This is an optimization exercise on Yosys and OpenROAD, whose aim is small area, a short achievable clock period and few clock cycles per item, not a production implementation.
The RTL was checked by simulation tests, not by an equivalence proof against the original design.
Power is estimated from default activity; no workload was simulated.

<file path="run.sh">
#!/bin/bash
# synth_recipe.tcl (not shown) runs the flow's synth.tcl, then flattens the netlist and writes it again
# the make line also repeats each setting of config.mk as NAME=value (left out here)
make -C /OpenROAD-flow-scripts/flow DESIGN_CONFIG=/design/flow/config.mk WORK_HOME=/design/flow/orfs CLKGATE_MAP_FILE= SYNTH_SCRIPT=/design/flow/synth_recipe.tcl finish
</file>
<file path="constraint.sdc">
create_clock -name core_clock -period 7.0 [get_ports {HCLK}]
set_input_delay 1.4000 -clock core_clock [delete_from_list [all_inputs] [get_ports {HCLK}]]
set_output_delay 1.4000 -clock core_clock [all_outputs]
set_load 0.01 [all_outputs]
</file>
<file path="design.v">
`timescale 1ns/1ps
module AhbSlaveController
(
  input logic HCLK,
  input logic HRESET,
  input logic HSEL,
  input logic [31:0] HADDR,
  input logic [1:0] HTRANS,
  input logic HWRITE,
  input logic [2:0] HSIZE,
  input logic [2:0] HBURST,
  input logic HMASTLOCK,
  input logic HREADY,
  input logic [63:0] HWDATA,
  output logic [63:0] HRDATA,
  output logic HREADYOUT,
  output logic HRESP,
  output logic reqValid,
  output logic reqNext,
  output logic reqDir,
  output logic reqDirNext,
  output logic [63:0] reqKey1,
  output logic [63:0] reqKey2,
  output logic [63:0] reqKey3,
  input logic [2:0] keyBusy,
  input logic [2:0] keyBusyNext,
  input logic dataBusyNext,
  output logic resultDone,
  input logic resultValid,
  input logic resultValidNext,
  input logic resultNext,
  input logic [63:0] result0,
  input logic [63:0] result1
);
  localparam logic [31:0] Base = 32'hAAAAAAA0;
  logic [5:0] addrSel;
  logic [5:0] phaseSel;
  logic [6:0] readSel;
  logic illegal;
  logic transfer;
  logic phaseOk;
  logic phaseError;
  logic phaseWrite;
  logic errLate;
  logic writeNow;
  logic phaseOkNext;
  logic phaseErrorNext;
  logic phaseWriteNext;
  logic [5:0] phaseSelNext;
  logic readyNext;
  logic ready;
  logic [63:0] modeReg;
  logic [63:0] key1Reg;
  logic [63:0] key2Reg;
  logic [63:0] key3Reg;
  logic [63:0] dataReg;
  logic [63:0] readData;
  always_comb
    for (int i = 0; i < 6; i++)
      addrSel[i] = (HADDR == Base + 32'(8 * i));
  assign transfer = HSEL && HREADY && HTRANS[1];
  assign illegal = (HSIZE != 3'b011) || (HBURST != 3'b000) || HMASTLOCK ||
                   (addrSel == 6'd0) || (HWRITE && addrSel[5]);
  assign phaseOkNext = HREADY ? (transfer && !illegal) : phaseOk;
  assign phaseErrorNext = HREADY ? (transfer && illegal) : phaseError;
  assign phaseWriteNext = HREADY ? HWRITE : phaseWrite;
  assign phaseSelNext = HREADY ? addrSel : phaseSel;
  always_comb
  begin
    if (phaseErrorNext)
      readyNext = phaseError && !errLate;
    else if (phaseOkNext && phaseWriteNext)
      readyNext = !(|(phaseSelNext[3:1] & keyBusyNext)) && !(phaseSelNext[4] && dataBusyNext);
    else if (phaseOkNext && HREADY)
      readyNext = 1'b0;
    else if (phaseOkNext && phaseSel[5])
      readyNext = resultValid;
    else
      readyNext = 1'b1;
  end
  always_ff @(posedge HCLK, negedge HRESET)
  begin
    if (!HRESET)
    begin
      phaseOk <= 1'b0;
      phaseError <= 1'b0;
      errLate <= 1'b0;
      ready <= 1'b1;
      modeReg <= '0;
    end
    else
    begin
      errLate <= phaseError && !errLate;
      phaseOk <= phaseOkNext;
      phaseError <= phaseErrorNext;
      ready <= readyNext;
      if (writeNow && phaseSel[0])
        modeReg <= HWDATA;
    end
  end
  always_ff @(posedge HCLK)
  begin
    phaseWrite <= phaseWriteNext;
    phaseSel <= phaseSelNext;
    if (HREADY)
      readSel <= {addrSel[4:0], addrSel[5] && !resultNext, addrSel[5] && resultNext};
    if (writeNow && phaseSel[1])
      key1Reg <= HWDATA;
    if (writeNow && phaseSel[2])
      key2Reg <= HWDATA;
    if (writeNow && phaseSel[3])
      key3Reg <= HWDATA;
    if (writeNow && phaseSel[4])
      dataReg <= HWDATA;
  end
  assign HRESP = phaseError;
  assign HREADYOUT = ready;
  assign writeNow = phaseOk && phaseWrite && ready;
  assign resultDone = phaseOk && !phaseWrite && phaseSel[5] && ready;
  always_comb
  begin
    readData = '0;
    if (readSel[2]) readData = readData | modeReg;
    if (readSel[3]) readData = readData | key1Reg;
    if (readSel[4]) readData = readData | key2Reg;
    if (readSel[5]) readData = readData | key3Reg;
    if (readSel[6]) readData = readData | dataReg;
    if (readSel[1]) readData = readData | result0;
    if (readSel[0]) readData = readData | result1;
  end
  always_ff @(posedge HCLK)
    HRDATA <= readData;
  assign reqValid = phaseOk && phaseWrite && phaseSel[4] && ready;
  assign reqNext = phaseOkNext && phaseWriteNext && phaseSelNext[4];
  assign reqDir = modeReg[0];
  assign reqDirNext = (writeNow && phaseSel[0]) ? HWDATA[0] : modeReg[0];
  assign reqKey1 = key1Reg;
  assign reqKey2 = key2Reg;
  assign reqKey3 = key3Reg;
endmodule
`timescale 1ns/1ps
module TripleDesSequencer
(
  input logic HCLK,
  input logic HRESET,
  input logic reqValid,
  input logic reqNext,
  input logic [63:0] reqBlock,
  input logic reqDir,
  input logic reqDirNext,
  input logic [63:0] reqKey1,
  input logic [63:0] reqKey2,
  input logic [63:0] reqKey3,
  output logic [2:0] keyBusy,
  output logic [2:0] keyBusyNext,
  output logic dataBusyNext,
  input logic resultDone,
  output logic resultValid,
  output logic resultValidNext,
  output logic resultNext,
  output logic [63:0] result0,
  output logic [63:0] result1
);
  logic nxt;
  logic old;
  logic [1:0] busy;
  logic [1:0] start;
  logic [2:0] keyNeeded0;
  logic [2:0] keyNeeded1;
  logic [1:0] busyNext;
  logic [2:0] keyNeededNext0;
  logic [2:0] keyNeededNext1;
  logic nxtNext;
  logic [1:0] lastNext;
  logic [2:0] keyReq0;
  logic [2:0] keyReq1;
  logic [1:0] keyReqDec;
  logic [2:0] keySel;
  logic keyDec;
  logic [2:0] keyReqNext0;
  logic [2:0] keyReqNext1;
  logic [1:0] keyReqDecNext;
  logic startNext;
  logic [55:0] loadCd;
  assign nxtNext = nxt ^ reqValid;
  always_ff @(posedge HCLK, negedge HRESET)
  begin
    if (!HRESET)
    begin
      nxt <= 1'b0;
      old <= 1'b0;
      start <= 2'b00;
    end
    else
    begin
      start[0] <= startNext && !nxtNext;
      start[1] <= startNext && nxtNext;
      nxt <= nxtNext;
      if (resultDone)
        old <= !old;
    end
  end
  DesEngine engine0
  (
    .HCLK(HCLK),
    .HRESET(HRESET),
    .start(start[0]),
    .startDir(reqDir),
    .startBlock(reqBlock),
    .key1(reqKey1),
    .key2(reqKey2),
    .key3(reqKey3),
    .busy(busy[0]),
    .keyNeeded(keyNeeded0),
    .busyNext(busyNext[0]),
    .keyNeededNext(keyNeededNext0),
    .loadCdIn(loadCd),
    .keyReq(keyReq0),
    .keyReqDec(keyReqDec[0]),
    .keyReqNext(keyReqNext0),
    .keyReqDecNext(keyReqDecNext[0]),
    .lastNext(lastNext[0]),
    .result(result0)
  );
  DesEngine engine1
  (
    .HCLK(HCLK),
    .HRESET(HRESET),
    .start(start[1]),
    .startDir(reqDir),
    .startBlock(reqBlock),
    .key1(reqKey1),
    .key2(reqKey2),
    .key3(reqKey3),
    .busy(busy[1]),
    .keyNeeded(keyNeeded1),
    .busyNext(busyNext[1]),
    .keyNeededNext(keyNeededNext1),
    .loadCdIn(loadCd),
    .keyReq(keyReq1),
    .keyReqDec(keyReqDec[1]),
    .keyReqNext(keyReqNext1),
    .keyReqDecNext(keyReqDecNext[1]),
    .lastNext(lastNext[1]),
    .result(result1)
  );
  assign startNext = reqNext && !dataBusyNext;
  always_ff @(posedge HCLK)
  begin
    if (startNext)
    begin
      keySel <= reqDirNext ? 3'b100 : 3'b001;
      keyDec <= reqDirNext;
    end
    else
    begin
      keySel <= keyReqNext0 | keyReqNext1;
      keyDec <= |keyReqDecNext;
    end
  end
  DesKeyLoad keyLoad
  (
    .key1(reqKey1),
    .key2(reqKey2),
    .key3(reqKey3),
    .keySel(keySel),
    .dec(keyDec),
    .loadCd(loadCd)
  );
  assign dataBusyNext = nxtNext ? lastNext[0] : lastNext[1];
  assign keyBusy = keyNeeded0 | keyNeeded1;
  assign resultValid = !busy[old];
  assign resultNext = old ^ resultDone;
  assign keyBusyNext = keyNeededNext0 | keyNeededNext1;
  assign resultValidNext = !busyNext[resultNext];
endmodule
`timescale 1ns/1ps
module DesEngine
(
  input logic HCLK,
  input logic HRESET,
  input logic start,
  input logic startDir,
  input logic [63:0] startBlock,
  input logic [63:0] key1,
  input logic [63:0] key2,
  input logic [63:0] key3,
  output logic busy,
  output logic [2:0] keyNeeded,
  input logic [55:0] loadCdIn,
  output logic [2:0] keyReq,
  output logic keyReqDec,
  output logic [2:0] keyReqNext,
  output logic keyReqDecNext,
  output logic lastNext,
  output logic busyNext,
  output logic [2:0] keyNeededNext,
  output logic [63:0] result
);
  logic [1:0] pass;
  logic [3:0] cyc;
  logic dir;
  logic [63:0] data;
  logic [55:0] cd;
  logic passEnd;
  logic last;
  logic pdir;
  logic [55:0] loadCd;
  logic [55:0] nextCd;
  logic [63:0] roundOut;
  logic [63:0] blk;
  logic [55:0] kk0;
  logic [47:0] sk0;
  function automatic logic [3:0] sbox1(input logic [5:0] x);
    case (x)
      6'd0: sbox1 = 4'd14;
      6'd1: sbox1 = 4'd0;
      6'd2: sbox1 = 4'd4;
      6'd3: sbox1 = 4'd15;
      6'd4: sbox1 = 4'd13;
      6'd5: sbox1 = 4'd7;
      6'd6: sbox1 = 4'd1;
      6'd7: sbox1 = 4'd4;
      6'd8: sbox1 = 4'd2;
      6'd9: sbox1 = 4'd14;
      6'd10: sbox1 = 4'd15;
      6'd11: sbox1 = 4'd2;
      6'd12: sbox1 = 4'd11;
      6'd13: sbox1 = 4'd13;
      6'd14: sbox1 = 4'd8;
      6'd15: sbox1 = 4'd1;
      6'd16: sbox1 = 4'd3;
      6'd17: sbox1 = 4'd10;
      6'd18: sbox1 = 4'd10;
      6'd19: sbox1 = 4'd6;
      6'd20: sbox1 = 4'd6;
      6'd21: sbox1 = 4'd12;
      6'd22: sbox1 = 4'd12;
      6'd23: sbox1 = 4'd11;
      6'd24: sbox1 = 4'd5;
      6'd25: sbox1 = 4'd9;
      6'd26: sbox1 = 4'd9;
      6'd27: sbox1 = 4'd5;
      6'd28: sbox1 = 4'd0;
      6'd29: sbox1 = 4'd3;
      6'd30: sbox1 = 4'd7;
      6'd31: sbox1 = 4'd8;
      6'd32: sbox1 = 4'd4;
      6'd33: sbox1 = 4'd15;
      6'd34: sbox1 = 4'd1;
      6'd35: sbox1 = 4'd12;
      6'd36: sbox1 = 4'd14;
      6'd37: sbox1 = 4'd8;
      6'd38: sbox1 = 4'd8;
      6'd39: sbox1 = 4'd2;
      6'd40: sbox1 = 4'd13;
      6'd41: sbox1 = 4'd4;
      6'd42: sbox1 = 4'd6;
      6'd43: sbox1 = 4'd9;
      6'd44: sbox1 = 4'd2;
      6'd45: sbox1 = 4'd1;
      6'd46: sbox1 = 4'd11;
      6'd47: sbox1 = 4'd7;
      6'd48: sbox1 = 4'd15;
      6'd49: sbox1 = 4'd5;
      6'd50: sbox1 = 4'd12;
      6'd51: sbox1 = 4'd11;
      6'd52: sbox1 = 4'd9;
      6'd53: sbox1 = 4'd3;
      6'd54: sbox1 = 4'd7;
      6'd55: sbox1 = 4'd14;
      6'd56: sbox1 = 4'd3;
      6'd57: sbox1 = 4'd10;
      6'd58: sbox1 = 4'd10;
      6'd59: sbox1 = 4'd0;
      6'd60: sbox1 = 4'd5;
      6'd61: sbox1 = 4'd6;
      6'd62: sbox1 = 4'd0;
      6'd63: sbox1 = 4'd13;
    endcase
  endfunction
  function automatic logic [3:0] sbox2(input logic [5:0] x);
    case (x)
      6'd0: sbox2 = 4'd15;
      6'd1: sbox2 = 4'd3;
      6'd2: sbox2 = 4'd1;
      6'd3: sbox2 = 4'd13;
      6'd4: sbox2 = 4'd8;
      6'd5: sbox2 = 4'd4;
      6'd6: sbox2 = 4'd14;
      6'd7: sbox2 = 4'd7;
      6'd8: sbox2 = 4'd6;
      6'd9: sbox2 = 4'd15;
      6'd10: sbox2 = 4'd11;
      6'd11: sbox2 = 4'd2;
      6'd12: sbox2 = 4'd3;
      6'd13: sbox2 = 4'd8;
      6'd14: sbox2 = 4'd4;
      6'd15: sbox2 = 4'd14;
      6'd16: sbox2 = 4'd9;
      6'd17: sbox2 = 4'd12;
      6'd18: sbox2 = 4'd7;
      6'd19: sbox2 = 4'd0;
      6'd20: sbox2 = 4'd2;
      6'd21: sbox2 = 4'd1;
      6'd22: sbox2 = 4'd13;
      6'd23: sbox2 = 4'd10;
      6'd24: sbox2 = 4'd12;
      6'd25: sbox2 = 4'd6;
      6'd26: sbox2 = 4'd0;
      6'd27: sbox2 = 4'd9;
      6'd28: sbox2 = 4'd5;
      6'd29: sbox2 = 4'd11;
      6'd30: sbox2 = 4'd10;
      6'd31: sbox2 = 4'd5;
      6'd32: sbox2 = 4'd0;
      6'd33: sbox2 = 4'd13;
      6'd34: sbox2 = 4'd14;
      6'd35: sbox2 = 4'd8;
      6'd36: sbox2 = 4'd7;
      6'd37: sbox2 = 4'd10;
      6'd38: sbox2 = 4'd11;
      6'd39: sbox2 = 4'd1;
      6'd40: sbox2 = 4'd10;
      6'd41: sbox2 = 4'd3;
      6'd42: sbox2 = 4'd4;
      6'd43: sbox2 = 4'd15;
      6'd44: sbox2 = 4'd13;
      6'd45: sbox2 = 4'd4;
      6'd46: sbox2 = 4'd1;
      6'd47: sbox2 = 4'd2;
      6'd48: sbox2 = 4'd5;
      6'd49: sbox2 = 4'd11;
      6'd50: sbox2 = 4'd8;
      6'd51: sbox2 = 4'd6;
      6'd52: sbox2 = 4'd12;
      6'd53: sbox2 = 4'd7;
      6'd54: sbox2 = 4'd6;
      6'd55: sbox2 = 4'd12;
      6'd56: sbox2 = 4'd9;
      6'd57: sbox2 = 4'd0;
      6'd58: sbox2 = 4'd3;
      6'd59: sbox2 = 4'd5;
      6'd60: sbox2 = 4'd2;
      6'd61: sbox2 = 4'd14;
      6'd62: sbox2 = 4'd15;
      6'd63: sbox2 = 4'd9;
    endcase
  endfunction
  function automatic logic [3:0] sbox3(input logic [5:0] x);
    case (x)
      6'd0: sbox3 = 4'd10;
      6'd1: sbox3 = 4'd13;
      6'd2: sbox3 = 4'd0;
      6'd3: sbox3 = 4'd7;
      6'd4: sbox3 = 4'd9;
      6'd5: sbox3 = 4'd0;
      6'd6: sbox3 = 4'd14;
      6'd7: sbox3 = 4'd9;
      6'd8: sbox3 = 4'd6;
      6'd9: sbox3 = 4'd3;
      6'd10: sbox3 = 4'd3;
      6'd11: sbox3 = 4'd4;
      6'd12: sbox3 = 4'd15;
      6'd13: sbox3 = 4'd6;
      6'd14: sbox3 = 4'd5;
      6'd15: sbox3 = 4'd10;
      6'd16: sbox3 = 4'd1;
      6'd17: sbox3 = 4'd2;
      6'd18: sbox3 = 4'd13;
      6'd19: sbox3 = 4'd8;
      6'd20: sbox3 = 4'd12;
      6'd21: sbox3 = 4'd5;
      6'd22: sbox3 = 4'd7;
      6'd23: sbox3 = 4'd14;
      6'd24: sbox3 = 4'd11;
      6'd25: sbox3 = 4'd12;
      6'd26: sbox3 = 4'd4;
      6'd27: sbox3 = 4'd11;
      6'd28: sbox3 = 4'd2;
      6'd29: sbox3 = 4'd15;
      6'd30: sbox3 = 4'd8;
      6'd31: sbox3 = 4'd1;
      6'd32: sbox3 = 4'd13;
      6'd33: sbox3 = 4'd1;
      6'd34: sbox3 = 4'd6;
      6'd35: sbox3 = 4'd10;
      6'd36: sbox3 = 4'd4;
      6'd37: sbox3 = 4'd13;
      6'd38: sbox3 = 4'd9;
      6'd39: sbox3 = 4'd0;
      6'd40: sbox3 = 4'd8;
      6'd41: sbox3 = 4'd6;
      6'd42: sbox3 = 4'd15;
      6'd43: sbox3 = 4'd9;
      6'd44: sbox3 = 4'd3;
      6'd45: sbox3 = 4'd8;
      6'd46: sbox3 = 4'd0;
      6'd47: sbox3 = 4'd7;
      6'd48: sbox3 = 4'd11;
      6'd49: sbox3 = 4'd4;
      6'd50: sbox3 = 4'd1;
      6'd51: sbox3 = 4'd15;
      6'd52: sbox3 = 4'd2;
      6'd53: sbox3 = 4'd14;
      6'd54: sbox3 = 4'd12;
      6'd55: sbox3 = 4'd3;
      6'd56: sbox3 = 4'd5;
      6'd57: sbox3 = 4'd11;
      6'd58: sbox3 = 4'd10;
      6'd59: sbox3 = 4'd5;
      6'd60: sbox3 = 4'd14;
      6'd61: sbox3 = 4'd2;
      6'd62: sbox3 = 4'd7;
      6'd63: sbox3 = 4'd12;
    endcase
  endfunction
  function automatic logic [3:0] sbox4(input logic [5:0] x);
    case (x)
      6'd0: sbox4 = 4'd7;
      6'd1: sbox4 = 4'd13;
      6'd2: sbox4 = 4'd13;
      6'd3: sbox4 = 4'd8;
      6'd4: sbox4 = 4'd14;
      6'd5: sbox4 = 4'd11;
      6'd6: sbox4 = 4'd3;
      6'd7: sbox4 = 4'd5;
      6'd8: sbox4 = 4'd0;
      6'd9: sbox4 = 4'd6;
      6'd10: sbox4 = 4'd6;
      6'd11: sbox4 = 4'd15;
      6'd12: sbox4 = 4'd9;
      6'd13: sbox4 = 4'd0;
      6'd14: sbox4 = 4'd10;
      6'd15: sbox4 = 4'd3;
      6'd16: sbox4 = 4'd1;
      6'd17: sbox4 = 4'd4;
      6'd18: sbox4 = 4'd2;
      6'd19: sbox4 = 4'd7;
      6'd20: sbox4 = 4'd8;
      6'd21: sbox4 = 4'd2;
      6'd22: sbox4 = 4'd5;
      6'd23: sbox4 = 4'd12;
      6'd24: sbox4 = 4'd11;
      6'd25: sbox4 = 4'd1;
      6'd26: sbox4 = 4'd12;
      6'd27: sbox4 = 4'd10;
      6'd28: sbox4 = 4'd4;
      6'd29: sbox4 = 4'd14;
      6'd30: sbox4 = 4'd15;
      6'd31: sbox4 = 4'd9;
      6'd32: sbox4 = 4'd10;
      6'd33: sbox4 = 4'd3;
      6'd34: sbox4 = 4'd6;
      6'd35: sbox4 = 4'd15;
      6'd36: sbox4 = 4'd9;
      6'd37: sbox4 = 4'd0;
      6'd38: sbox4 = 4'd0;
      6'd39: sbox4 = 4'd6;
      6'd40: sbox4 = 4'd12;
      6'd41: sbox4 = 4'd10;
      6'd42: sbox4 = 4'd11;
      6'd43: sbox4 = 4'd1;
      6'd44: sbox4 = 4'd7;
      6'd45: sbox4 = 4'd13;
      6'd46: sbox4 = 4'd13;
      6'd47: sbox4 = 4'd8;
      6'd48: sbox4 = 4'd15;
      6'd49: sbox4 = 4'd9;
      6'd50: sbox4 = 4'd1;
      6'd51: sbox4 = 4'd4;
      6'd52: sbox4 = 4'd3;
      6'd53: sbox4 = 4'd5;
      6'd54: sbox4 = 4'd14;
      6'd55: sbox4 = 4'd11;
      6'd56: sbox4 = 4'd5;
      6'd57: sbox4 = 4'd12;
      6'd58: sbox4 = 4'd2;
      6'd59: sbox4 = 4'd7;
      6'd60: sbox4 = 4'd8;
      6'd61: sbox4 = 4'd2;
      6'd62: sbox4 = 4'd4;
      6'd63: sbox4 = 4'd14;
    endcase
  endfunction
  function automatic logic [3:0] sbox5(input logic [5:0] x);
    case (x)
      6'd0: sbox5 = 4'd2;
      6'd1: sbox5 = 4'd14;
      6'd2: sbox5 = 4'd12;
      6'd3: sbox5 = 4'd11;
      6'd4: sbox5 = 4'd4;
      6'd5: sbox5 = 4'd2;
      6'd6: sbox5 = 4'd1;
      6'd7: sbox5 = 4'd12;
      6'd8: sbox5 = 4'd7;
      6'd9: sbox5 = 4'd4;
      6'd10: sbox5 = 4'd10;
      6'd11: sbox5 = 4'd7;
      6'd12: sbox5 = 4'd11;
      6'd13: sbox5 = 4'd13;
      6'd14: sbox5 = 4'd6;
      6'd15: sbox5 = 4'd1;
      6'd16: sbox5 = 4'd8;
      6'd17: sbox5 = 4'd5;
      6'd18: sbox5 = 4'd5;
      6'd19: sbox5 = 4'd0;
      6'd20: sbox5 = 4'd3;
      6'd21: sbox5 = 4'd15;
      6'd22: sbox5 = 4'd15;
      6'd23: sbox5 = 4'd10;
      6'd24: sbox5 = 4'd13;
      6'd25: sbox5 = 4'd3;
      6'd26: sbox5 = 4'd0;
      6'd27: sbox5 = 4'd9;
      6'd28: sbox5 = 4'd14;
      6'd29: sbox5 = 4'd8;
      6'd30: sbox5 = 4'd9;
      6'd31: sbox5 = 4'd6;
      6'd32: sbox5 = 4'd4;
      6'd33: sbox5 = 4'd11;
      6'd34: sbox5 = 4'd2;
      6'd35: sbox5 = 4'd8;
      6'd36: sbox5 = 4'd1;
      6'd37: sbox5 = 4'd12;
      6'd38: sbox5 = 4'd11;
      6'd39: sbox5 = 4'd7;
      6'd40: sbox5 = 4'd10;
      6'd41: sbox5 = 4'd1;
      6'd42: sbox5 = 4'd13;
      6'd43: sbox5 = 4'd14;
      6'd44: sbox5 = 4'd7;
      6'd45: sbox5 = 4'd2;
      6'd46: sbox5 = 4'd8;
      6'd47: sbox5 = 4'd13;
      6'd48: sbox5 = 4'd15;
      6'd49: sbox5 = 4'd6;
      6'd50: sbox5 = 4'd9;
      6'd51: sbox5 = 4'd15;
      6'd52: sbox5 = 4'd12;
      6'd53: sbox5 = 4'd0;
      6'd54: sbox5 = 4'd5;
      6'd55: sbox5 = 4'd9;
      6'd56: sbox5 = 4'd6;
      6'd57: sbox5 = 4'd10;
      6'd58: sbox5 = 4'd3;
      6'd59: sbox5 = 4'd4;
      6'd60: sbox5 = 4'd0;
      6'd61: sbox5 = 4'd5;
      6'd62: sbox5 = 4'd14;
      6'd63: sbox5 = 4'd3;
    endcase
  endfunction
  function automatic logic [3:0] sbox6(input logic [5:0] x);
    case (x)
      6'd0: sbox6 = 4'd12;
      6'd1: sbox6 = 4'd10;
      6'd2: sbox6 = 4'd1;
      6'd3: sbox6 = 4'd15;
      6'd4: sbox6 = 4'd10;
      6'd5: sbox6 = 4'd4;
      6'd6: sbox6 = 4'd15;
      6'd7: sbox6 = 4'd2;
      6'd8: sbox6 = 4'd9;
      6'd9: sbox6 = 4'd7;
      6'd10: sbox6 = 4'd2;
      6'd11: sbox6 = 4'd12;
      6'd12: sbox6 = 4'd6;
      6'd13: sbox6 = 4'd9;
      6'd14: sbox6 = 4'd8;
      6'd15: sbox6 = 4'd5;
      6'd16: sbox6 = 4'd0;
      6'd17: sbox6 = 4'd6;
      6'd18: sbox6 = 4'd13;
      6'd19: sbox6 = 4'd1;
      6'd20: sbox6 = 4'd3;
      6'd21: sbox6 = 4'd13;
      6'd22: sbox6 = 4'd4;
      6'd23: sbox6 = 4'd14;
      6'd24: sbox6 = 4'd14;
      6'd25: sbox6 = 4'd0;
      6'd26: sbox6 = 4'd7;
      6'd27: sbox6 = 4'd11;
      6'd28: sbox6 = 4'd5;
      6'd29: sbox6 = 4'd3;
      6'd30: sbox6 = 4'd11;
      6'd31: sbox6 = 4'd8;
      6'd32: sbox6 = 4'd9;
      6'd33: sbox6 = 4'd4;
      6'd34: sbox6 = 4'd14;
      6'd35: sbox6 = 4'd3;
      6'd36: sbox6 = 4'd15;
      6'd37: sbox6 = 4'd2;
      6'd38: sbox6 = 4'd5;
      6'd39: sbox6 = 4'd12;
      6'd40: sbox6 = 4'd2;
      6'd41: sbox6 = 4'd9;
      6'd42: sbox6 = 4'd8;
      6'd43: sbox6 = 4'd5;
      6'd44: sbox6 = 4'd12;
      6'd45: sbox6 = 4'd15;
      6'd46: sbox6 = 4'd3;
      6'd47: sbox6 = 4'd10;
      6'd48: sbox6 = 4'd7;
      6'd49: sbox6 = 4'd11;
      6'd50: sbox6 = 4'd0;
      6'd51: sbox6 = 4'd14;
      6'd52: sbox6 = 4'd4;
      6'd53: sbox6 = 4'd1;
      6'd54: sbox6 = 4'd10;
      6'd55: sbox6 = 4'd7;
      6'd56: sbox6 = 4'd1;
      6'd57: sbox6 = 4'd6;
      6'd58: sbox6 = 4'd13;
      6'd59: sbox6 = 4'd0;
      6'd60: sbox6 = 4'd11;
      6'd61: sbox6 = 4'd8;
      6'd62: sbox6 = 4'd6;
      6'd63: sbox6 = 4'd13;
    endcase
  endfunction
  function automatic logic [3:0] sbox7(input logic [5:0] x);
    case (x)
      6'd0: sbox7 = 4'd4;
      6'd1: sbox7 = 4'd13;
      6'd2: sbox7 = 4'd11;
      6'd3: sbox7 = 4'd0;
      6'd4: sbox7 = 4'd2;
      6'd5: sbox7 = 4'd11;
      6'd6: sbox7 = 4'd14;
      6'd7: sbox7 = 4'd7;
      6'd8: sbox7 = 4'd15;
      6'd9: sbox7 = 4'd4;
      6'd10: sbox7 = 4'd0;
      6'd11: sbox7 = 4'd9;
      6'd12: sbox7 = 4'd8;
      6'd13: sbox7 = 4'd1;
      6'd14: sbox7 = 4'd13;
      6'd15: sbox7 = 4'd10;
      6'd16: sbox7 = 4'd3;
      6'd17: sbox7 = 4'd14;
      6'd18: sbox7 = 4'd12;
      6'd19: sbox7 = 4'd3;
      6'd20: sbox7 = 4'd9;
      6'd21: sbox7 = 4'd5;
      6'd22: sbox7 = 4'd7;
      6'd23: sbox7 = 4'd12;
      6'd24: sbox7 = 4'd5;
      6'd25: sbox7 = 4'd2;
      6'd26: sbox7 = 4'd10;
      6'd27: sbox7 = 4'd15;
      6'd28: sbox7 = 4'd6;
      6'd29: sbox7 = 4'd8;
      6'd30: sbox7 = 4'd1;
      6'd31: sbox7 = 4'd6;
      6'd32: sbox7 = 4'd1;
      6'd33: sbox7 = 4'd6;
      6'd34: sbox7 = 4'd4;
      6'd35: sbox7 = 4'd11;
      6'd36: sbox7 = 4'd11;
      6'd37: sbox7 = 4'd13;
      6'd38: sbox7 = 4'd13;
      6'd39: sbox7 = 4'd8;
      6'd40: sbox7 = 4'd12;
      6'd41: sbox7 = 4'd1;
      6'd42: sbox7 = 4'd3;
      6'd43: sbox7 = 4'd4;
      6'd44: sbox7 = 4'd7;
      6'd45: sbox7 = 4'd10;
      6'd46: sbox7 = 4'd14;
      6'd47: sbox7 = 4'd7;
      6'd48: sbox7 = 4'd10;
      6'd49: sbox7 = 4'd9;
      6'd50: sbox7 = 4'd15;
      6'd51: sbox7 = 4'd5;
      6'd52: sbox7 = 4'd6;
      6'd53: sbox7 = 4'd0;
      6'd54: sbox7 = 4'd8;
      6'd55: sbox7 = 4'd15;
      6'd56: sbox7 = 4'd0;
      6'd57: sbox7 = 4'd14;
      6'd58: sbox7 = 4'd5;
      6'd59: sbox7 = 4'd2;
      6'd60: sbox7 = 4'd9;
      6'd61: sbox7 = 4'd3;
      6'd62: sbox7 = 4'd2;
      6'd63: sbox7 = 4'd12;
    endcase
  endfunction
  function automatic logic [3:0] sbox8(input logic [5:0] x);
    case (x)
      6'd0: sbox8 = 4'd13;
      6'd1: sbox8 = 4'd1;
      6'd2: sbox8 = 4'd2;
      6'd3: sbox8 = 4'd15;
      6'd4: sbox8 = 4'd8;
      6'd5: sbox8 = 4'd13;
      6'd6: sbox8 = 4'd4;
      6'd7: sbox8 = 4'd8;
      6'd8: sbox8 = 4'd6;
      6'd9: sbox8 = 4'd10;
      6'd10: sbox8 = 4'd15;
      6'd11: sbox8 = 4'd3;
      6'd12: sbox8 = 4'd11;
      6'd13: sbox8 = 4'd7;
      6'd14: sbox8 = 4'd1;
      6'd15: sbox8 = 4'd4;
      6'd16: sbox8 = 4'd10;
      6'd17: sbox8 = 4'd12;
      6'd18: sbox8 = 4'd9;
      6'd19: sbox8 = 4'd5;
      6'd20: sbox8 = 4'd3;
      6'd21: sbox8 = 4'd6;
      6'd22: sbox8 = 4'd14;
      6'd23: sbox8 = 4'd11;
      6'd24: sbox8 = 4'd5;
      6'd25: sbox8 = 4'd0;
      6'd26: sbox8 = 4'd0;
      6'd27: sbox8 = 4'd14;
      6'd28: sbox8 = 4'd12;
      6'd29: sbox8 = 4'd9;
      6'd30: sbox8 = 4'd7;
      6'd31: sbox8 = 4'd2;
      6'd32: sbox8 = 4'd7;
      6'd33: sbox8 = 4'd2;
      6'd34: sbox8 = 4'd11;
      6'd35: sbox8 = 4'd1;
      6'd36: sbox8 = 4'd4;
      6'd37: sbox8 = 4'd14;
      6'd38: sbox8 = 4'd1;
      6'd39: sbox8 = 4'd7;
      6'd40: sbox8 = 4'd9;
      6'd41: sbox8 = 4'd4;
      6'd42: sbox8 = 4'd12;
      6'd43: sbox8 = 4'd10;
      6'd44: sbox8 = 4'd14;
      6'd45: sbox8 = 4'd8;
      6'd46: sbox8 = 4'd2;
      6'd47: sbox8 = 4'd13;
      6'd48: sbox8 = 4'd0;
      6'd49: sbox8 = 4'd15;
      6'd50: sbox8 = 4'd6;
      6'd51: sbox8 = 4'd12;
      6'd52: sbox8 = 4'd10;
      6'd53: sbox8 = 4'd9;
      6'd54: sbox8 = 4'd13;
      6'd55: sbox8 = 4'd0;
      6'd56: sbox8 = 4'd15;
      6'd57: sbox8 = 4'd3;
      6'd58: sbox8 = 4'd3;
      6'd59: sbox8 = 4'd5;
      6'd60: sbox8 = 4'd5;
      6'd61: sbox8 = 4'd6;
      6'd62: sbox8 = 4'd8;
      6'd63: sbox8 = 4'd11;
    endcase
  endfunction
  function automatic logic [31:0] feistel(input logic [31:0] r, input logic [47:0] k);
    logic [47:0] x;
    logic [31:0] s;
    x = {r[0], r[31], r[30], r[29], r[28], r[27], r[28], r[27], r[26], r[25], r[24], r[23], r[24], r[23], r[22], r[21], r[20], r[19], r[20], r[19], r[18], r[17], r[16], r[15], r[16], r[15], r[14], r[13], r[12], r[11], r[12], r[11], r[10], r[9], r[8], r[7], r[8], r[7], r[6], r[5], r[4], r[3], r[4], r[3], r[2], r[1], r[0], r[31]} ^ k;
    s[31:28] = sbox1(x[47:42]);
    s[27:24] = sbox2(x[41:36]);
    s[23:20] = sbox3(x[35:30]);
    s[19:16] = sbox4(x[29:24]);
    s[15:12] = sbox5(x[23:18]);
    s[11:8] = sbox6(x[17:12]);
    s[7:4] = sbox7(x[11:6]);
    s[3:0] = sbox8(x[5:0]);
    feistel = {s[16], s[25], s[12], s[11], s[3], s[20], s[4], s[15], s[31], s[17], s[9], s[6], s[27], s[14], s[1], s[22], s[30], s[24], s[8], s[18], s[0], s[5], s[29], s[23], s[13], s[19], s[2], s[26], s[10], s[21], s[28], s[7]};
  endfunction
  assign passEnd = last;
  assign pdir = dir ^ (pass == 2'd1);
  assign kk0 = cd;
  assign sk0 = {kk0[42], kk0[39], kk0[45], kk0[32], kk0[55], kk0[51], kk0[53], kk0[28], kk0[41], kk0[50], kk0[35], kk0[46], kk0[33], kk0[37], kk0[44], kk0[52], kk0[30], kk0[48], kk0[40], kk0[49], kk0[29], kk0[36], kk0[43], kk0[54], kk0[15], kk0[4], kk0[25], kk0[19], kk0[9], kk0[1], kk0[26], kk0[16], kk0[5], kk0[11], kk0[23], kk0[8], kk0[12], kk0[7], kk0[17], kk0[0], kk0[22], kk0[3], kk0[10], kk0[14], kk0[6], kk0[20], kk0[27], kk0[24]};
  logic [31:0] f0;
  logic orient;
  logic [31:0] fIn;
  assign fIn = orient ? data[63:32] : data[31:0];
  assign f0 = feistel(fIn, sk0);
  assign roundOut = {busy && orient ? data[31:0] ^ f0 : data[31:0],
                     busy && !orient ? data[63:32] ^ f0 : data[63:32]};
  assign keyReq = !passEnd ? 3'b000 : (pass == 2'd0) ? 3'b010 : (dir ? 3'b001 : 3'b100);
  assign keyReqDec = passEnd && ((pass == 2'd0) ? !dir : dir);
  assign loadCd = loadCdIn;
  always_comb
  begin
    case ({pdir, cyc})
      {1'b0, 4'd0}, {1'b0, 4'd7}, {1'b0, 4'd14}: nextCd = {cd[54:28], cd[55:55], cd[26:0], cd[27:27]};
      {1'b0, 4'd1}, {1'b0, 4'd2}, {1'b0, 4'd3}, {1'b0, 4'd4}, {1'b0, 4'd5}, {1'b0, 4'd6}, {1'b0, 4'd8}, {1'b0, 4'd9}, {1'b0, 4'd10}, {1'b0, 4'd11}, {1'b0, 4'd12}, {1'b0, 4'd13}: nextCd = {cd[53:28], cd[55:54], cd[25:0], cd[27:26]};
      {1'b1, 4'd1}, {1'b1, 4'd2}, {1'b1, 4'd3}, {1'b1, 4'd4}, {1'b1, 4'd5}, {1'b1, 4'd6}, {1'b1, 4'd8}, {1'b1, 4'd9}, {1'b1, 4'd10}, {1'b1, 4'd11}, {1'b1, 4'd12}, {1'b1, 4'd13}: nextCd = {cd[29:28], cd[55:30], cd[1:0], cd[27:2]};
      default: nextCd = {cd[28:28], cd[55:29], cd[0:0], cd[27:1]};
    endcase
  end
  logic [1:0] passNext;
  logic [3:0] cycNext;
  logic dirNext;
  always_comb
  begin
    busyNext = busy;
    passNext = pass;
    cycNext = cyc;
    lastNext = last;
    dirNext = dir;
    if (start)
    begin
      busyNext = 1'b1;
      passNext = 2'd0;
      cycNext = 4'd0;
      lastNext = 1'b0;
      dirNext = startDir;
    end
    else if (busy)
    begin
      cycNext = cyc + 4'd1;
      lastNext = (cyc == 4'd14);
      if (passEnd)
      begin
        passNext = pass + 2'd1;
        busyNext = (pass != 2'd2);
      end
    end
  end
  assign keyNeededNext[1] = busyNext && passNext == 2'd0 && !lastNext;
  assign keyNeededNext[0] = busyNext && dirNext && passNext != 2'd2 && !(passNext == 2'd1 && lastNext);
  assign keyNeededNext[2] = busyNext && !dirNext && passNext != 2'd2 && !(passNext == 2'd1 && lastNext);
  assign keyReqNext = !lastNext ? 3'b000 : (passNext == 2'd0) ? 3'b010 : (dirNext ? 3'b001 : 3'b100);
  assign keyReqDecNext = lastNext && ((passNext == 2'd0) ? !dirNext : dirNext);
  always_ff @(posedge HCLK, negedge HRESET)
  begin
    if (!HRESET)
    begin
      busy <= 1'b0;
      pass <= 2'd0;
      cyc <= 4'd0;
      last <= 1'b0;
      keyNeeded <= 3'd0;
    end
    else
    begin
      busy <= busyNext;
      pass <= passNext;
      cyc <= cycNext;
      last <= lastNext;
      keyNeeded <= keyNeededNext;
    end
  end
  always_ff @(posedge HCLK)
  begin
    dir <= dirNext;
    if (start)
    begin
      data <= {startBlock[6], startBlock[14], startBlock[22], startBlock[30], startBlock[38], startBlock[46], startBlock[54], startBlock[62], startBlock[4], startBlock[12], startBlock[20], startBlock[28], startBlock[36], startBlock[44], startBlock[52], startBlock[60], startBlock[2], startBlock[10], startBlock[18], startBlock[26], startBlock[34], startBlock[42], startBlock[50], startBlock[58], startBlock[0], startBlock[8], startBlock[16], startBlock[24], startBlock[32], startBlock[40], startBlock[48], startBlock[56], startBlock[7], startBlock[15], startBlock[23], startBlock[31], startBlock[39], startBlock[47], startBlock[55], startBlock[63], startBlock[5], startBlock[13], startBlock[21], startBlock[29], startBlock[37], startBlock[45], startBlock[53], startBlock[61], startBlock[3], startBlock[11], startBlock[19], startBlock[27], startBlock[35], startBlock[43], startBlock[51], startBlock[59], startBlock[1], startBlock[9], startBlock[17], startBlock[25], startBlock[33], startBlock[41], startBlock[49], startBlock[57]};
    end
    else
      data <= roundOut;
    orient <= start ? 1'b0 : (orient ^ (passEnd || !busy));
    if (start || (passEnd))
      cd <= loadCd;
    else
      cd <= nextCd;
  end
  assign blk = orient ? {data[31:0], data[63:32]} : data;
  assign result = {blk[24], blk[56], blk[16], blk[48], blk[8], blk[40], blk[0], blk[32], blk[25], blk[57], blk[17], blk[49], blk[9], blk[41], blk[1], blk[33], blk[26], blk[58], blk[18], blk[50], blk[10], blk[42], blk[2], blk[34], blk[27], blk[59], blk[19], blk[51], blk[11], blk[43], blk[3], blk[35], blk[28], blk[60], blk[20], blk[52], blk[12], blk[44], blk[4], blk[36], blk[29], blk[61], blk[21], blk[53], blk[13], blk[45], blk[5], blk[37], blk[30], blk[62], blk[22], blk[54], blk[14], blk[46], blk[6], blk[38], blk[31], blk[63], blk[23], blk[55], blk[15], blk[47], blk[7], blk[39]};
endmodule
module DesKeyLoad
(
  input logic [63:0] key1,
  input logic [63:0] key2,
  input logic [63:0] key3,
  input logic [2:0] keySel,
  input logic dec,
  output logic [55:0] loadCd
);
  logic [63:0] key;
  logic [55:0] pc1Key;
  always_comb
  begin
    key = '0;
    if (keySel[0]) key = key | key1;
    if (keySel[1]) key = key | key2;
    if (keySel[2]) key = key | key3;
  end
  assign pc1Key = {key[7], key[15], key[23], key[31], key[39], key[47], key[55], key[63], key[6], key[14], key[22], key[30], key[38], key[46], key[54], key[62], key[5], key[13], key[21], key[29], key[37], key[45], key[53], key[61], key[4], key[12], key[20], key[28], key[1], key[9], key[17], key[25], key[33], key[41], key[49], key[57], key[2], key[10], key[18], key[26], key[34], key[42], key[50], key[58], key[3], key[11], key[19], key[27], key[35], key[43], key[51], key[59], key[36], key[44], key[52], key[60]};
  assign loadCd = dec ? pc1Key : {pc1Key[54:28], pc1Key[55:55], pc1Key[26:0], pc1Key[27:27]};
endmodule
`timescale 1ns/1ps
module TripleDesTop
(
  input logic HCLK,
  input logic HRESET,
  input logic HSEL,
  input logic [31:0] HADDR,
  input logic [1:0] HTRANS,
  input logic HWRITE,
  input logic [2:0] HSIZE,
  input logic [2:0] HBURST,
  input logic HMASTLOCK,
  input logic HREADY,
  input logic [63:0] HWDATA,
  output logic [63:0] HRDATA,
  output logic HREADYOUT,
  output logic HRESP
);
  logic reqValid;
  logic reqNext;
  logic reqDir;
  logic reqDirNext;
  logic [63:0] reqKey1;
  logic [63:0] reqKey2;
  logic [63:0] reqKey3;
  logic [2:0] keyBusy;
  logic [2:0] keyBusyNext;
  logic dataBusyNext;
  logic resultValidNext;
  logic resultDone;
  logic resultValid;
  logic resultNext;
  logic [63:0] result0;
  logic [63:0] result1;
  AhbSlaveController controller
  (
    .HCLK(HCLK),
    .HRESET(HRESET),
    .HSEL(HSEL),
    .HADDR(HADDR),
    .HTRANS(HTRANS),
    .HWRITE(HWRITE),
    .HSIZE(HSIZE),
    .HBURST(HBURST),
    .HMASTLOCK(HMASTLOCK),
    .HREADY(HREADY),
    .HWDATA(HWDATA),
    .HRDATA(HRDATA),
    .HREADYOUT(HREADYOUT),
    .HRESP(HRESP),
    .reqValid(reqValid),
    .reqNext(reqNext),
    .reqDir(reqDir),
    .reqDirNext(reqDirNext),
    .reqKey1(reqKey1),
    .reqKey2(reqKey2),
    .reqKey3(reqKey3),
    .keyBusy(keyBusy),
    .keyBusyNext(keyBusyNext),
    .dataBusyNext(dataBusyNext),
    .resultDone(resultDone),
    .resultValid(resultValid),
    .resultValidNext(resultValidNext),
    .resultNext(resultNext),
    .result0(result0),
    .result1(result1)
  );
  TripleDesSequencer sequencer
  (
    .HCLK(HCLK),
    .HRESET(HRESET),
    .reqValid(reqValid),
    .reqNext(reqNext),
    .reqBlock(HWDATA),
    .reqDir(reqDir),
    .reqDirNext(reqDirNext),
    .reqKey1(reqKey1),
    .reqKey2(reqKey2),
    .reqKey3(reqKey3),
    .keyBusy(keyBusy),
    .keyBusyNext(keyBusyNext),
    .dataBusyNext(dataBusyNext),
    .resultDone(resultDone),
    .resultValid(resultValid),
    .resultValidNext(resultValidNext),
    .resultNext(resultNext),
    .result0(result0),
    .result1(result1)
  );
endmodule
</file>
<file path="config.mk">
export PLATFORM = sky130hd
export DESIGN_NAME = TripleDesTop
export DESIGN_NICKNAME = TripleDesTop
export VERILOG_FILES = /design/flow/design.v
export SDC_FILE = /design/flow/constraint.sdc
export NUM_CORES = 4
export LEC_CHECK = 0
export ABC_AREA = 1
export CAP_MARGIN = 20
export CORE_MARGIN = 2
export CORE_UTILIZATION = 30
export CTS_BUF_LIST = sky130_fd_sc_hd__clkbuf_8
export SETUP_SLACK_MARGIN = 4
export SLEW_MARGIN = 20
</file>
==> reports/results.tsv, run 1 <==
metric	value	unit
maxCapViolCount	0	
end_kind	flop	
areaGrowthSynthToFinish	15.2	%
floorplan.rows	139	
antenna_found_initial	26	
grt_pass1_vias	41060	
clock_tree.root_cell	clkbuf_8	
hold_start	controller.errLate$_DFF_PN0_	
core-area	143000	sq um
dieArea	147000	sq um
grt_pass1_wl	284000	um
initial_core_util	0.301	
placedCellCount	7902	
wl_per_cell	24.9	um
drive_above_1_share	0.0995	
outcome	no timing/DRC/antenna violations	
yosys_warnings	4	
maxSlewViolCount	0	
relSlewSlack	0.249	
worstMarginPinSlew	1.13	ns
dr.pass1.iters	8	
whs_endpoint	controller.errLate$_DFF_PN0_	
drcViolationCount	0	
drtIter0Drc	7258	
die_w	383	um
netlist_area	43100	sq um
drtAntennaViolNets	0	
vias	46056	
utilization	0.347	
cts_sinks	669	
cts_tree	done	
grt_max_degree	77	
tns	0	ns
rsz0062_at_grt	true	
grt_usage	0.263	
avgSynthCellArea	7.12	sq um
cp-start-kind	flop	
reg2regPathDepth	11	
num-nets-final	6382	
critPathKind	reg -> reg	
r2r_end	sequencer.engine1.cd[17]$_DFF_P_	
via_per_inst	5.64	
p_per_area	165	nW/um^2
insertion_delay	0.87	ns
r2r_setup_slack	3.88	ns
synth_seq_cells	669	
die_h	383	um
p_leak	22.0	nW
hold_viol_final	0	
timing.final.crit_share	0.446	
worst_ep_arrival_time	3.82	ns
synth_top_cell_by_area	nand2_1	
numCtsBuffers	115	
io-pin-count	176	
yosysUniqueCellTypes	58	
seq_area_frac_synth	0.382	
syn_nets	6295	
worstHoldPathType	reg -> reg	
synth_edf_count	264	
min_path_cells	1	
clock_skew	0.0472	ns
async_flop_share	0.132	
stdcell_count	8161	
syn_inst	6060	
place_congestion	0.994	
r2r_start	sequencer.engine1.cyc[0]$_DFFE_PN0P_	
dp_hpwl	143000	um
crit_fanout	46	
ys.flop_type	dfxtp_1	
htreeDepth	3	
synth.top_cells.by_area	nand2_1, edfxtp_1, dfxtp_1, nand3_1, dfrtp_1	
clk_path_buf_depth	3	
vdd_ir_drop_max	180	uV
clk_pin_slew	0.06	ns
fillCellCount	15245	
setup_viol	0	
synth_top_area_frac	0.194	
fmax	320	MHz
fin_crit	3.12	ns
port_buffers	174	
routed_wl	204000	um
grt_overflow	0	
crit_required	7.69	ns
logic make-up (layout without fill, tap and decap cells):
logic type,count (synthesis),after routing,share of synthesized area
and+or+nand+nor,3608,3609,0.359
buffers and inverters,777,965,0.0776
AOI/OAI and AO/OA,765,765,0.112
DFF,669,669,0.382
adders and majority gates,125,125,0.0363
muxes,83,83,0.0211
xor gates and xnor gates,33,33,0.0121
other,0,9,0
cell usage after synthesis (28+ instances only):
cell       count
a21oi_1      187
a221oi_1      54
a22o_1        37
a31oi_1       30
buf_1         29
buf_2         43
buf_4         41
clkbuf_1     156
dfrtp_1       87
dfxtp_1      317
edfxtp_1     264
ha_1         125
inv_1        447
inv_2         28
mux2_2        63
nand2_1     2233
nand2_2      100
nand3_1     1015
nand4_1       97
nor2_1       124
o2111ai_1     34
o211ai_1      59
o21ai_0      214
o221ai_1      44
o22ai_1       39
power by group:
group / internal, mW / switching [mW]
registers: 4.09 / 0.0173
logic: 0.125 / 0.262
clock network: 1.88 / 1.84
total: 6.10 / 2.12
per-layer routing:
layer,routed length (um),share of wire,global-route usage
met4,10600,0.052,0.119
met1,79600,0.39,0.347
met5,172,0.00085,0
met3,30100,0.15,0.102
met2,83100,0.41,0.377
worst max-delay path, cell delays in order, from the launching register on:
cell and delay, ns:
dfrtp_1 0.39, inv_1 0.11, ha_1 0.21, inv_1 0.09, o211ai_1 0.10, nand2_1 0.08
clkbuf_8 0.35, clkinvlp_4 0.28, or2_2 0.54, inv_12 0.28, a21oi_1 0.10, o21ai_0 0.36
repair_timing:
item	in CTS	in global routing
setup buffers	11	12
gates resized for setup	147	123
endpoints found under the setup margin	313	263
hold buffers	0	0
pin swaps	0	9
gates cloned	1	7
state kept, by name, indices dropped and copies added (netlist names), 4 cells and up:
register	flops
sequencer.engine1.cyc	4
controller.dataReg	64
controller.phaseSel	5
controller.key2Reg	64
sequencer.engine1.data	64
sequencer.engine0.cyc	4
controller.modeReg	64
controller.readSel	7
controller.key3Reg	64
sequencer.engine1.cd	56
sequencer.engine0.data	64
controller.HRDATA	64
controller.key1Reg	64
sequencer.engine0.cd	56
metrics by stage:
stage | worst slack, ns | hold slack, ns | cell area, sq um | power, mW
after floorplan | 3.14 | 0.389 | 43100 | 4.30
after global placement | 3.05 | 0.400 | 46200 | 4.56
after detailed placement | 3.07 | 0.406 | 46200 | 4.56
after CTS | 3.95 | 0.415 | 48900 | 8.22
after global routing | 3.82 | 0.437 | 49700 | 8.43
final | 3.88 | 0.408 | 49700 | 8.22
area by class of cell:
cell class              count  area, sq um  share of cell area
repair buffers            258         2530              0.0510
repair inverters            5         46.3            0.000932
flip-flops and latches    669        16500               0.332
clock buffers             121         1670              0.0335
well taps                1903         2380              0.0479
multi-input cells        4615        23900               0.482
clock inverters            98          674              0.0136
inverters                 483         1920              0.0386
diodes                      9         22.5            0.000453
cell usage in the layout (no fill, tap or decap), drive strengths merged, types with 58 or more instances in the layout:
cell           count
nand2           2340
nand3           1026
inv              513
dfxtp            317
edfxtp           264
o21ai            247
a21oi            188
nor2             126
clkbuf           125
ha               125
clkdlybuf4s50    107
nand4             97
dfrtp             87
buf               82
mux2              63
dlygate4sd2       63
o211ai            59
clkinv            58
worst max-delay path by stage:
stage | from | depth (start not counted) | slack (ns) | endpoint
detailed placement | sequencer.engine1.pass[0]$_DFF_PN0_ | 9 | 3.07 | sequencer.engine1.cd[20]$_DFF_P_
global placement | sequencer.engine1.pass[0]$_DFF_PN0_ | 9 | 3.05 | sequencer.engine1.cd[20]$_DFF_P_
global route | sequencer.engine1.pass[1]$_DFF_PN0_ | 11 | 3.82 | sequencer.engine1.cd[20]$_DFF_P_
CTS | sequencer.engine1.cyc[0]$_DFFE_PN0P_ | 11 | 3.95 | sequencer.engine1.cd[20]$_DFF_P_
finish | sequencer.engine1.cyc[0]$_DFFE_PN0P_ | 11 | 3.88 | sequencer.engine1.cd[17]$_DFF_P_
floorplan | controller.ready$_DFF_PN1_ | 2 | 3.14 | controller.key1Reg[0]$_DFFE_PP_
Testbench counts, summed over its fixed seeds: cycles 8,400, items 320.
==> inputs of run 2 (changes only) <==
--- a/design.v
+++ b/design.v
@@ -18,7 +18,6 @@
   output logic reqValid,
   output logic reqNext,
   output logic reqDir,
-  output logic reqDirNext,
   output logic [63:0] reqKey1,
   output logic [63:0] reqKey2,
   output logic [63:0] reqKey3,
@@ -133,7 +132,6 @@
   assign reqValid = phaseOk && phaseWrite && phaseSel[4] && ready;
   assign reqNext = phaseOkNext && phaseWriteNext && phaseSelNext[4];
   assign reqDir = modeReg[0];
-  assign reqDirNext = (writeNow && phaseSel[0]) ? HWDATA[0] : modeReg[0];
   assign reqKey1 = key1Reg;
   assign reqKey2 = key2Reg;
   assign reqKey3 = key3Reg;
@@ -147,7 +145,6 @@
   input logic reqNext,
   input logic [63:0] reqBlock,
   input logic reqDir,
-  input logic reqDirNext,
   input logic [63:0] reqKey1,
   input logic [63:0] reqKey2,
   input logic [63:0] reqKey3,
@@ -177,10 +174,6 @@
   logic [1:0] keyReqDec;
   logic [2:0] keySel;
   logic keyDec;
-  logic [2:0] keyReqNext0;
-  logic [2:0] keyReqNext1;
-  logic [1:0] keyReqDecNext;
-  logic startNext;
   logic [55:0] loadCd;
   assign nxtNext = nxt ^ reqValid;
   always_ff @(posedge HCLK, negedge HRESET)
@@ -193,8 +186,8 @@
     end
     else
     begin
-      start[0] <= startNext && !nxtNext;
-      start[1] <= startNext && nxtNext;
+      start[0] <= reqNext && !dataBusyNext && !nxtNext;
+      start[1] <= reqNext && !dataBusyNext && nxtNext;
       nxt <= nxtNext;
       if (resultDone)
         old <= !old;
@@ -217,8 +210,6 @@
     .loadCdIn(loadCd),
     .keyReq(keyReq0),
     .keyReqDec(keyReqDec[0]),
-    .keyReqNext(keyReqNext0),
-    .keyReqDecNext(keyReqDecNext[0]),
     .lastNext(lastNext[0]),
     .result(result0)
   );
@@ -239,23 +230,20 @@
     .loadCdIn(loadCd),
     .keyReq(keyReq1),
     .keyReqDec(keyReqDec[1]),
-    .keyReqNext(keyReqNext1),
-    .keyReqDecNext(keyReqDecNext[1]),
     .lastNext(lastNext[1]),
     .result(result1)
   );
-  assign startNext = reqNext && !dataBusyNext;
-  always_ff @(posedge HCLK)
+  always_comb
   begin
-    if (startNext)
+    if (|start)
     begin
-      keySel <= reqDirNext ? 3'b100 : 3'b001;
-      keyDec <= reqDirNext;
+      keySel = reqDir ? 3'b100 : 3'b001;
+      keyDec = reqDir;
     end
     else
     begin
-      keySel <= keyReqNext0 | keyReqNext1;
-      keyDec <= |keyReqDecNext;
+      keySel = keyReq0 | keyReq1;
+      keyDec = |keyReqDec;
     end
   end
   DesKeyLoad keyLoad
@@ -290,8 +278,6 @@
   input logic [55:0] loadCdIn,
   output logic [2:0] keyReq,
   output logic keyReqDec,
-  output logic [2:0] keyReqNext,
-  output logic keyReqDecNext,
   output logic lastNext,
   output logic busyNext,
   output logic [2:0] keyNeededNext,
@@ -924,8 +910,6 @@
   assign keyNeededNext[1] = busyNext && passNext == 2'd0 && !lastNext;
   assign keyNeededNext[0] = busyNext && dirNext && passNext != 2'd2 && !(passNext == 2'd1 && lastNext);
   assign keyNeededNext[2] = busyNext && !dirNext && passNext != 2'd2 && !(passNext == 2'd1 && lastNext);
-  assign keyReqNext = !lastNext ? 3'b000 : (passNext == 2'd0) ? 3'b010 : (dirNext ? 3'b001 : 3'b100);
-  assign keyReqDecNext = lastNext && ((passNext == 2'd0) ? !dirNext : dirNext);
   always_ff @(posedge HCLK, negedge HRESET)
   begin
     if (!HRESET)
@@ -1005,7 +989,6 @@
   logic reqValid;
   logic reqNext;
   logic reqDir;
-  logic reqDirNext;
   logic [63:0] reqKey1;
   logic [63:0] reqKey2;
   logic [63:0] reqKey3;
@@ -1037,7 +1020,6 @@
     .reqValid(reqValid),
     .reqNext(reqNext),
     .reqDir(reqDir),
-    .reqDirNext(reqDirNext),
     .reqKey1(reqKey1),
     .reqKey2(reqKey2),
     .reqKey3(reqKey3),
@@ -1059,7 +1041,6 @@
     .reqNext(reqNext),
     .reqBlock(HWDATA),
     .reqDir(reqDir),
-    .reqDirNext(reqDirNext),
     .reqKey1(reqKey1),
     .reqKey2(reqKey2),
     .reqKey3(reqKey3),
--- a/config.mk
+++ b/config.mk
@@ -5,7 +5,6 @@
 export SDC_FILE = /design/flow/constraint.sdc
 export NUM_CORES = 4
 export LEC_CHECK = 0
-export ABC_AREA = 1
 export CAP_MARGIN = 20
 export CORE_MARGIN = 2
 export CORE_UTILIZATION = 30
==> run 2 against run 1 <==
Still clean. Clock-buffer cell count grew 23. Die area increased by 2.1%. Final cell count decreased by 14%. Clock power up 12%. Largest cell class unchanged.
==> reports/results.tsv, run 2 <==
metric	value	unit	change
synth.most_common_cell	nand2_1		
die_w	387	um	+1.0%
die_h	387	um	+1.0%
wl_per_cell	27.1	um	+8.6%
clock_skew	0.0549	ns	+0.00768 ns
relSlewSlack	0.268		+0.0186
p_leak	22.8	nW	+3.7%
regArea	16400	sq um	-0.47%
fin_crit	3.31	ns	+0.191 ns
synth_commonest_cells	nand2_1, dfxtp_1, clkbuf_1		
yosys_warnings	4		unchanged
synth.top_cells.by_area	edfxtp_1, dfxtp_1, mux2i_1, mux2_2, dfrtp_1		
grt_pass1_wl	268000	um	-5.6%
syn_nets	4686		-26%
clock_tree.root_cell	clkbuf_8		
htreeDepth	4		+1
fillCellCount	13607		-11%
worst_ep_arrival_time	4.05	ns	+0.23 ns
floorplan.rows	140		+0.72%
grt_pass1_vias	39903		-2.8%
critPathKind	reg -> reg		
netlist_area	44000	sq um	+2.1%
fmax	302	MHz	-5.8%
placedCellCount	6276		-21%
mostFrequentLayoutCell	buf_4		
antenna_found_initial	25		-3.8%
final_cell_mix	buf_4, nand2_1, dfxtp_1		
grt_usage	0.237		-0.0265
dr.pass1.iters	9		+1
syn_inst	4449		-27%
yosysUniqueCellTypes	97		+67%
cts_tree	done		
initial_core_util	0.302		+0.000777
drtIter0Drc	5572		-23%
worstMarginPinSlew	1.10	ns	-0.0268 ns
setup_ws	3.69	ns	-0.191 ns
place_congestion	0.967		-2.7%
maxCapViolCount	0		unchanged
tns	0	ns	unchanged
synth_top_area_frac	0.180		-0.0143
stdcell_count	7058		-14%
drcViolationCount	0		unchanged
crit_required	7.73	ns	+0.04 ns
dp_hpwl	121000	um	-15%
p_per_area	153	nW/um^2	-7.5%
synth_seq_cells	665		-0.60%
io-pin-count	176		unchanged
end_kind	flop		
multi_input_area	30400	sq um	+27%
ys.flop_type	dfxtp_1		
clk_path_buf_depth	3		unchanged
seq_area_frac_synth	0.372		-0.00962
pre_cts_slack	2.28	ns	-0.789 ns
routed_wl	191000	um	-6.0%
num-nets-final	5267		-17%
dieArea	150000	sq um	+2.1%
maxSlewViolCount	0		unchanged
rsz0062_at_grt	true		
insertion_delay	0.90	ns	+0.03 ns
grt_overflow	0		unchanged
areaGrowthSynthToFinish	37.1	%	
power	9.24	mW	+12%
crit_fanout	5		-89%
drtAntennaViolNets	0		unchanged
cp-start-kind	flop		
cts_hold_buffers	0		unchanged
numCtsBuffers	131		+14%
utilization	0.414		+0.0672
drive_above_1_share	0.333		+0.233
vdd_ir_drop_max	148	uV	-18%
synth_top_cell_by_area	edfxtp_1		
via_per_inst	6.10		+8.1%
worstHoldPathType	reg -> reg		
timing.final.crit_share	0.474		+0.0273
core-area	146000	sq um	+1.8%
async_flop_share	0.132		+0.000791
outcome	no timing/DRC/antenna violations		
synth_edf_count	264		unchanged
vias	43068		-6.5%
clk_pin_slew	0.05	ns	about the same
port_buffers	174		unchanged
hold_viol_final	0		unchanged
grt_max_degree	77		unchanged
cts_sinks	665		-0.60%
setup_viol	0		unchanged
avgSynthCellArea	9.89	sq um	+39%
## run 2: cell types whose count changed after synthesis, sizes merged, moves of 77 or more
cell    delta
inv      -362
mux2i    +307
mux2     +136
nand2   -1970
nand4     -77
o21ai    -140
clkbuf   +127
xnor2    +127
nand3    -877
a31oi     +95
nor2      +96
a222oi   +120
nor3      +98
## run 2: area by class of cell
type | count | area share
sequential | 665 | 0.272
antenna | 7 | 0.000290
clock buffer | 144 | 0.0328
multi-input combinational | 3296 | 0.503
inverter | 119 | 0.00908
timing repair buffer | 817 | 0.131
tap | 1917 | 0.0397
clock inverter | 93 | 0.0120
## run 2: layer usage
metal  vias up  routed length, um  global-route usage
li1      18461                  -                   -
met1     21347              74100               0.305
met2      2652              82900               0.351
met3       586              21500              0.0657
met4        22              12600               0.144
met5         -                126                   0
## run 2: kinds of logic after synthesis
logic type	count (synthesis)	share of synthesized area
flip-flops	665	0.372
multiplexers	575	0.158
AO/OA/AOI/OAI	1141	0.195
buffers and inverters	494	0.0456
AND/OR/NAND/NOR	1234	0.140
XOR/XNOR	213	0.0524
adder cells (fa/ha/maj)	127	0.0361
## run 2: critical path: stages, from the launching register on
cell and delay (ns):
dfxtp_4 0.48, buf_12 0.18, buf_4 0.15, mux2i_4 0.38, xnor2_4 0.22, ha_4 0.21
nor2_1 0.05, mux2i_2 0.25, o21ai_1 0.16, a21o_1 0.23, a211oi_4 0.36, o21ai_0 0.15
a221o_1 0.31
## run 2: what timing repair did
item	4_1_cts	5_1_grt
resized for setup	580	428
pin swaps	151	236
endpoints found under the setup margin	306	234
cloned	6	6
buffers inserted	337	189
hold endpoints to repair	0	0
## run 2: final timing paths
check                                                     from                                  to  slack, ns  cells after the start
setup / recovery           sequencer.engine0.orient$_SDFF_PP0_  sequencer.engine0.data[22]$_DFF_P_       3.69                     12
min in group asynchronous                               HRESET        sequencer.start[1]$_DFF_PN0_       0.55                      1
max in group asynchronous                               HRESET  controller.modeReg[61]$_DFFE_PN0P_       5.03                      2
setup reg to reg           sequencer.engine0.orient$_SDFF_PP0_  sequencer.engine0.data[22]$_DFF_P_       3.69                     12
hold / removal                    controller.errLate$_DFF_PN0_        controller.errLate$_DFF_PN0_       0.41                      1
hold reg to reg                   controller.errLate$_DFF_PN0_        controller.errLate$_DFF_PN0_       0.41                      1
## run 2: power by group
part | internal, mW | total, mW | switching, mW
combinational | 0.403 | 0.951 | 0.548
sequential | 4.08 | 4.12 | 0.0386
clock | 2.29 | 4.17 | 1.89
total | 6.77 | 9.24 | 2.47
## run 2: through the flow
stage	hold slack, ns	instance area (sq um)
global route	0.438	60400
detailed placement	0.404	47900
CTS	0.410	56600
global placement	0.402	47900
finish	0.408	60400
floorplan	0.392	44500
Testbench counts of run 2, summed over its fixed seeds: cycles 8,400, items 320.

==> port drivers added, routing unchanged <==
The flow's constraints put no driver on any port. The routed layouts listed below were extracted and timed again, unchanged, in two steps. Step 1 sets driving cells, clkbuf_16 on the clock port and buf_2 on the other inputs (assumed; they add their load-dependent delay and slew). Step 2 also shifts input and output timing later by t, the mid clock arrival at the registers, as if the neighbouring blocks saw the same clock. a / b / c = ideal ports / drivers / drivers and shift; a / b = the first two.
| run | shift t [ns] | setup WS [ns] | worst register clock-pin slew, ns | worst data-port slew with drivers (ns) |
|---|---|---|---|---|
| run 1 | 0.921 | 3.876 / 3.876 / 3.388 | 0.08 / 0.08 | 0.31 |
| run 2 | 0.946 | 3.685 / 3.685 / 3.271 | 0.07 / 0.07 | 0.25 |
After both steps every run listed still meets setup and hold. The setup slack of run 1, which loses most, moves by 0.000 ns with the drivers and by -0.488 ns with both steps.
